What follows belongs to an exercise in optimizing a design on an open flow for small area and few clock cycles per item; a production flow would make more cautious choices. Function was checked by simulation only, so behaviour that the tests miss may differ from the original.

== run A ==
// touch_joystick_mapper
module touch_joystick_mapper (
  input  logic        clk,
  input  logic        rst_n,
  input  logic        in_valid,
  output logic        in_ready,
  input  logic        in_cmd,
  input  logic [11:0] in_touch_x,
  input  logic [11:0] in_touch_y,
  input  logic        cfg_valid,
  output logic        cfg_ready,
  input  logic [1:0]  cfg_addr,
  input  logic [14:0] cfg_data,
  output logic        out_valid,
  input  logic        out_ready,
  output logic [13:0] out_knob_x,
  output logic [13:0] out_knob_y,
  output logic [15:0] out_linear_cmd,
  output logic [15:0] out_angular_cmd,
  output logic        out_active
);
export LEC_CHECK = 0
export ABC_AREA = 1
export CAP_MARGIN = 20
export CORE_MARGIN = 2
export CORE_UTILIZATION = 62
export CTS_BUF_LIST = sky130_fd_sc_hd__clkbuf_8
export CTS_CLUSTER_SIZE = 30
export PLACE_DENSITY = 0.72
export SLEW_MARGIN = 20
create_clock -name core_clock -period 11.0 [get_ports {clk}]
run.sh (not shown) runs the stock make flow with config.mk's settings and CLKGATE_MAP_FILE= SYNTH_SCRIPT=/design/flow/synth_recipe.tcl, a recipe that flattens the netlist after the stock synthesis.
Testbench counts of run A, summed over its fixed seeds: cycles 16,112, items 16,000.
The following lists how run B was set up differently from run A:
Settings: setting CTS_CLUSTER_DIAMETER to 70 for the first time; changing CTS_BUF_LIST from sky130_fd_sc_hd__clkbuf_8 to sky130_fd_sc_hd__clkbuf_8 sky130_fd_sc_hd__clkbuf_16; changing CTS_CLUSTER_SIZE from 30 to 35.
--- outcome ---
Run B and run A ended up with roughly the same area share of buffers outside the clock network. In the route summary, run B ends up with a via count below that of run A. Diff run A..run B | sink count of the clock tree | unchanged. Going from run A to run B, post-cts repair resize count shrinks by 3. Going from run A to run B, clock-buffer cell count now smaller; final worst-path setup slack now larger; cell area comparable.
Changes in run C relative to run B:
Settings: swapping sky130_fd_sc_hd__clkbuf_8 sky130_fd_sc_hd__clkbuf_16 for sky130_fd_sc_hd__clkbuf_4 in CTS_BUF_LIST; clearing CTS_CLUSTER_DIAMETER, which used to be 70; swapping 35 for 30 in CTS_CLUSTER_SIZE.
[summary]
On design area, run B tracks run C almost exactly. Buffer depth of the longest clock path in run C is 1 above run B. Diff run B -> run C: number of buffers and inverters on the critical path went down by 4; transition at the pin with the smallest max-transition slack went up by 0.053 ns; wire length of the first global-routing pass went up by 1.1%; global-route usage went up by 0.36 points; non-clock inverter count in the final layout was more or less identical. Higher number of nets at the end of the flow was reported by run C, not run B. On final core utilization, run C and run B are basically level. Re total via count after detailed routing: run B was lower than run C. Against run B, run C reports a global routing usage on met2 that is higher.
Setup changes, run C to run D
Settings: putting CTS_CLUSTER_DIAMETER at 60 where nothing was set; swapping sky130_fd_sc_hd__clkbuf_4 for sky130_fd_sc_hd__clkbuf_8 sky130_fd_sc_hd__clkbuf_16 in CTS_BUF_LIST.
### Flow results
Looking only at insertion delay to the later sink of the worst-skew pair, and setting everything else aside, the higher value of run C and run D goes to run C.


juniper:
touch_joystick_mapper, a different RTL version from the one above (not shown whole).
For scale: about 11000 cells after synthesis, roughly 980 flip-flops, about 0.10 sq mm of cells after synthesis.
Settings: LEC_CHECK=0, ABC_AREA=1, CAP_MARGIN=20, CORE_MARGIN=2, CORE_UTILIZATION=50, CTS_BUF_LIST=sky130_fd_sc_hd__clkbuf_8, CTS_CLUSTER_SIZE=30, SLEW_MARGIN=20; clock period 11.0 ns.
juniper went all the way through the flow, and no timing, DRC or antenna check failed.
Testbench counts of juniper, summed over its fixed seeds: cycles 16,112, items 16,000.
Input changes introduced in onyx (baseline for comparison: juniper):
diff --git a/flow/config.mk b/flow/config.mk
--- a/flow/config.mk
+++ b/flow/config.mk
@@ -12,3 +12,4 @@
 export CTS_BUF_LIST = sky130_fd_sc_hd__clkbuf_8
 export CTS_CLUSTER_SIZE = 30
+export GPL_TIMING_DRIVEN = 0
 export SLEW_MARGIN = 20
Results
What the final checks of onyx revealed, after a flow that finished every stage, was a layout that fails on negative setup slack. juniper and onyx ended up with roughly the same final non-filler cell total. Lower share of cells above drive strength 1 was reported by juniper, not onyx. onyx does worse than juniper on post-route clock skew. The first element of the critical path comes out rem_22__r9[2] in one run and nr_eff[0] in the other, namely in juniper and onyx respectively. onyx ends up with higher routed wire length than juniper does.
#### Input delta (raven over onyx)
diff --git a/flow/config.mk b/flow/config.mk
--- a/flow/config.mk
+++ b/flow/config.mk
@@ -7,9 +7,8 @@
 export LEC_CHECK = 0
 export ABC_AREA = 1
-export CAP_MARGIN = 20
+export CAP_MARGIN = 10
 export CORE_MARGIN = 2
 export CORE_UTILIZATION = 50
-export CTS_BUF_LIST = sky130_fd_sc_hd__clkbuf_8
+export CTS_BUF_LIST = sky130_fd_sc_hd__clkbuf_4 sky130_fd_sc_hd__clkbuf_8
 export CTS_CLUSTER_SIZE = 30
-export GPL_TIMING_DRIVEN = 0
-export SLEW_MARGIN = 20
+export SLEW_MARGIN = 10
Notes after the runs:
raven finished every step from synthesis to the final layout, and the layout passed the timing, DRC and antenna checks.
onyx → raven: count of buffers added by post-CTS timing repair for setup fell 127, worst hold slack down 0.0050 ns.
The routed wire length of raven falls short of that of onyx by about 3.3%.
sky130_fd_sc_hd__fa_2 as the cell with the largest stage delay on the worst path was reported by raven, and sky130_fd_sc_hd__dfxtp_4 by onyx.
Per the comparison of raven with onyx, global-route wire length before repair went down 2.2%; number of cells on the critical path decreased by about 9% relative to the old numbers.
On raven: global-route usage is 0.79 points lower than what onyx gave.
Relative to onyx, final clock period utilization by the worst path decreased by 2.3 points in raven.
Growth of design area from synthesis to finish was lower in raven than in onyx.

## static timing again, ports no longer ideal
The flow's constraints put no driver on any port. The routed layouts listed below were extracted and timed again, unchanged, in two steps.
Step 1 (the two cells are an assumption about what drives the block):
set clk [get_ports {clk}]
set_driving_cell -lib_cell sky130_fd_sc_hd__clkbuf_16 $clk
set_driving_cell -lib_cell sky130_fd_sc_hd__buf_2 [delete_from_list [all_inputs] $clk]
Step 2, shift: input delay + t, output delay - t, t = (earliest + latest rising clock arrival at the registers) / 2. This alone moves slack from input paths to output paths.
a / b / c = no drivers / after step 1 / after step 2; a / b = the first two.
run	shift t [ns]	setup slack, ns	worst setup path at the end	slew at the worst register clock pin (ns)
run A	1.026	0.613 / 0.613 / 0.093	input to register	0.08 / 0.08
run B	0.807	0.650 / 0.650 / 0.136	input to register	0.10 / 0.10
run C	1.344	0.648 / 0.566 / 0.035	input to register	0.10 / 0.10
run D	0.825	0.569 / 0.569 / 0.056	input to register	0.10 / 0.10
juniper	1.058	0.301 / 0.301 / 0.210	input to register	0.07 / 0.07
onyx	1.071	-0.015 / -0.015 / -0.555	input to register	0.08 / 0.08
raven	1.056	0.236 / 0.236 / 0.215	input to register	0.08 / 0.08
For run C, which loses most, drivers alone change the setup slack by -0.082 ns; drivers and shift together by -0.613 ns.
